Context: an optimization exercise on an open-source flow, tuned for small area. The choices shown serve that exercise and are no tape-out recipe. The RTL was checked by simulation tests, not by an equivalence proof against the original design. No driver is modelled on the clock port, so clocking that relies on it looks cheaper here than on a real chip. Power is estimated from default activity; no workload was simulated.

lane 1:
==> flow/design.v <==
module led_fade_pwm_ctrl #(
  parameter int          NUM_LEDS         = 26,
  parameter int          PWM_BITS         = 8,
  parameter logic [31:0] FADE_DIV_DEFAULT = 32'd65535,
  parameter int          ADDR_W           = 5
) (
  input  logic                clk_clk,
  input  logic                rst_reset,
  input  logic [ADDR_W-1:0]   avalon_slave_address,
  input  logic                avalon_slave_write,
  input  logic [31:0]         avalon_slave_writedata,
  input  logic                avalon_slave_read,
  output logic [31:0]         avalon_slave_readdata,
  output logic [NUM_LEDS-1:0] leds
);
  logic                init;
  logic                en;
  logic                mode;
  logic [31:0]         fade_div;
  logic [31:0]         presc;
  logic [PWM_BITS-1:0] pwm_cnt;
  logic [PWM_BITS-1:0] duty [NUM_LEDS];
  logic [NUM_LEDS-1:0] dval;
  logic [PWM_BITS-1:0] fade [NUM_LEDS];
  logic [NUM_LEDS-1:0] act;
  logic wr_ctrl, wr_trig, wr_fdiv, tick;
  logic [NUM_LEDS-1:0] duty_sel;
  logic [NUM_LEDS-1:0] trig;
  logic [NUM_LEDS-1:0] led_next;
  logic [31:0]         rd_next;
  assign wr_ctrl = avalon_slave_write && (avalon_slave_address == 5'd0);
  assign wr_trig = avalon_slave_write && (avalon_slave_address == 5'd1);
  assign wr_fdiv = avalon_slave_write && (avalon_slave_address == 5'd2);
  assign tick    = (init || presc == 32'd0) && !wr_fdiv;
  always_comb
    for (int i = 0; i < NUM_LEDS; i++) begin
      duty_sel[i] = (avalon_slave_address == 5'(i + 4));
      trig[i]     = wr_trig && avalon_slave_writedata[i];
    end
  always_comb
    for (int i = 0; i < NUM_LEDS; i++) begin
      logic [PWM_BITS-1:0] l;
      logic c;
      l = mode ? duty[i] : fade[i];
      c = 1'b0;
      for (int k = 0; k < PWM_BITS; k++)
        c = (l[k] & ~pwm_cnt[k]) | (c & (l[k] | ~pwm_cnt[k]));
      led_next[i] = en && !init && c && (mode ? dval[i] : act[i]);
    end
  always_comb begin
    logic rd, s_ctrl, s_fdiv, s_stat;
    rd     = avalon_slave_read;
    s_ctrl = rd && (avalon_slave_address == 5'd0);
    s_fdiv = rd && (avalon_slave_address == 5'd2);
    s_stat = rd && (avalon_slave_address == 5'd3) && !init;
    rd_next = ({32{!rd}} & avalon_slave_readdata) |
              ({32{s_fdiv}} & fade_div) |
              ({32{s_stat}} & {{(32-NUM_LEDS){1'b0}}, act}) |
              ({32{s_ctrl}} & {30'd0, mode, en});
    for (int i = 0; i < NUM_LEDS; i++)
      rd_next[PWM_BITS-1:0] = rd_next[PWM_BITS-1:0] |
        ({PWM_BITS{rd && duty_sel[i] && dval[i] && !init}} & duty[i]);
  end
  always_ff @(posedge clk_clk or posedge rst_reset) begin
    if (rst_reset) begin
      init                  <= 1'b1;
      en                    <= 1'b1;
      mode                  <= 1'b0;
      fade_div              <= FADE_DIV_DEFAULT;
      pwm_cnt               <= '0;
      leds                  <= '0;
      avalon_slave_readdata <= '0;
    end else begin
      init                  <= 1'b0;
      pwm_cnt               <= pwm_cnt + PWM_BITS'(1);
      leds                  <= led_next;
      avalon_slave_readdata <= rd_next;
      if (wr_ctrl) begin
        en   <= avalon_slave_writedata[0];
        mode <= avalon_slave_writedata[1];
      end
      if (wr_fdiv) fade_div <= avalon_slave_writedata;
    end
  end
  always_ff @(posedge clk_clk) begin
    logic lo;
    lo = 1'b0;
    for (int k = 0; k < 32; k++) begin
      if (wr_fdiv)   presc[k] <= avalon_slave_writedata[k];
      else if (tick) presc[k] <= fade_div[k];
      else           presc[k] <= presc[k] ^ ~lo;
      lo = lo | presc[k];
    end
  end
  always_ff @(posedge clk_clk)
    for (int i = 0; i < NUM_LEDS; i++) begin
      logic z, zn;
      if (avalon_slave_write && duty_sel[i])
        duty[i] <= avalon_slave_writedata[PWM_BITS-1:0];
      z = tick;
      for (int k = 0; k < PWM_BITS; k++) begin
        zn = z & ~fade[i][k];
        fade[i][k] <= trig[i] | zn | (fade[i][k] & ~z);
        z = zn;
      end
      dval[i] <= (avalon_slave_write && duty_sel[i]) || (dval[i] && !init);
      act[i]  <= trig[i] || (act[i] && !init && !(tick && fade[i] == 8'd1));
    end
endmodule
export LEC_CHECK = 0
export CAP_MARGIN = 10
export CORE_MARGIN = 2
export CORE_UTILIZATION = 75
export SLEW_MARGIN = 10
create_clock -name core_clock -period 8.0 [get_ports {clk_clk}]
standard.sh (not shown) runs the stock make flow with config.mk's settings and CLKGATE_MAP_FILE= SYNTH_SCRIPT=/design/flow/synth_recipe.tcl, a recipe that flattens the netlist after the stock synthesis.
==> flow/flow/run.sh <==
#!/bin/bash
# Layout flow: the standard.sh (ORFS) with these changes:
#  - synthesis: the standard flow's synthesis script, but Yosys's abc pass maps the
#    combinational logic with flow/area.abc (area-oriented); see flow/synth.tcl,
#  - port buffers of the smallest buffer cell,
#  - CTS without dummy loads, small leaf buffers in clusters of up to 14,
#  - after CTS, flow/clkfix.tcl sizes the clock tree for the clock-pin slew limit.
# Each step's output goes to a log file of its own in this folder.
set -e
HERE=$(pwd)
export LFP_WORK="$HERE"
export LFP_ABC_SCRIPT="$HERE/flow/area.abc"
export BUFFER_PORTS_ARGS="-buffer_cell sky130_fd_sc_hd__buf_1"
export CTS_ARGS="-sink_clustering_enable -repair_clock_nets -dont_use_dummy_load -buf_list sky130_fd_sc_hd__clkbuf_4 -sink_clustering_size 14 -sink_clustering_max_diameter 50"
export POST_CTS_TCL="$HERE/flow/clkfix.tcl"
bash standard.sh SYNTH_SCRIPT="$HERE/flow/synth.tcl" synth > synth.log 2>&1
bash standard.sh > standard.log 2>&1
Other scripts of this flow, unchanged in this note and not shown: flow/flow/area.abc, flow/flow/clkfix.tcl, flow/flow/synth.tcl
[inputs] lane 2 vs lane 1
-- flow/design.v --
<<< lane 1, line 17
  logic                en;
  logic                mode;
  logic [31:0]         fade_div;
  logic [31:0]         presc;
>>> lane 2, line 17
  logic                en;
  logic                mode;
  logic                mode_n;    
  logic [31:0]         fade_div;
  logic [31:0]         presc;
<<< lane 1, line 42
      logic [PWM_BITS-1:0] l;
      logic c;
      l = mode ? duty[i] : fade[i];
      c = 1'b0;
      for (int k = 0; k < PWM_BITS; k++)
        c = (l[k] & ~pwm_cnt[k]) | (c & (l[k] | ~pwm_cnt[k]));
      led_next[i] = en && !init && c && (mode ? dval[i] : act[i]);
    end
  always_comb begin
>>> lane 2, line 43
      logic [PWM_BITS-1:0] l;
      logic c;
      l = ({PWM_BITS{mode}} & duty[i]) | ({PWM_BITS{mode_n}} & fade[i]);
      c = mode_n;
      for (int k = 0; k < PWM_BITS; k++)
        c = (l[k] & ~pwm_cnt[k]) | (c & (l[k] | ~pwm_cnt[k]));
      led_next[i] = en && !init && c && ((mode && dval[i]) || (mode_n && act[i]));
    end
  always_comb begin
<<< lane 1, line 67
      en                    <= 1'b1;
      mode                  <= 1'b0;
      fade_div              <= FADE_DIV_DEFAULT;
      pwm_cnt               <= '0;
>>> lane 2, line 68
      en                    <= 1'b1;
      mode                  <= 1'b0;
      mode_n                <= 1'b1;
      fade_div              <= FADE_DIV_DEFAULT;
      pwm_cnt               <= '0;
<<< lane 1, line 78
      if (wr_ctrl) begin
        en   <= avalon_slave_writedata[0];
        mode <= avalon_slave_writedata[1];
      end
      if (wr_fdiv) fade_div <= avalon_slave_writedata;
>>> lane 2, line 80
      if (wr_ctrl) begin
        en   <= avalon_slave_writedata[0];
        mode   <= avalon_slave_writedata[1];
        mode_n <= !avalon_slave_writedata[1];
      end
      if (wr_fdiv) fade_div <= avalon_slave_writedata;
<<< lane 1, line 101
      for (int k = 0; k < PWM_BITS; k++) begin
        zn = z & ~fade[i][k];
        fade[i][k] <= trig[i] | zn | (fade[i][k] & ~z);
        z = zn;
      end
      dval[i] <= (avalon_slave_write && duty_sel[i]) || (dval[i] && !init);
      act[i]  <= trig[i] || (act[i] && !init && !(tick && fade[i] == 8'd1));
    end
endmodule
>>> lane 2, line 104
      for (int k = 0; k < PWM_BITS; k++) begin
        zn = z & ~fade[i][k];
        fade[i][k] <= (k == 0) ? (!trig[i] && (zn || (fade[i][k] && !z)))
                               : (trig[i] || zn || (fade[i][k] && !z));
        z = zn;
      end
      dval[i] <= (avalon_slave_write && duty_sel[i]) || (dval[i] && !init);
      act[i]  <= trig[i] || (act[i] && !init && !z);
    end
endmodule
==> comparison <==
- Taking lane 1 as the reference point, the worst slew slack as a fraction of its limit of lane 2 rises by 4.5 points.
- Comparing lane 2 and lane 1, number of fill cells is lower on lane 2.
- There was hardly any difference in fraction of power consumed by the clock network between lane 2 and lane 1.
- Comparing lane 1 against lane 2, there is no change at all in final-report setup violation count.
- For total power, lane 2 and lane 1 come out practically identical.
- Lane 2 vs lane 1: synthesized instance count down in lane 2

==> port drivers added, routing unchanged <==
The results above use ideal ports. As a check the final layouts listed here were re-extracted and re-timed, cells and wires unchanged.
Step 1, drivers: a clkbuf_16 drives clk_clk and a buf_2 each remaining input, both assumed.
Step 2, shift: input delay + t, output delay - t, t = (earliest + latest rising clock arrival at the registers) / 2. This alone moves slack from input paths to output paths.
Slacks: no drivers / after step 1 / after step 2; pairs: no drivers / after step 1.
run	t (ns)	setup WS [ns]	hold WS [ns]	worst setup path after step 2	latest minus earliest clock arrival (ns)
lane 1	0.696	1.408 / 1.408 / 1.408	0.485 / 0.485 / 0.485	register to register	0.039 / 0.039
lane 2	0.730	1.623 / 1.623 / 1.623	0.492 / 0.492 / 0.492	register to register	0.050 / 0.051
After both steps every run listed still meets setup and hold.
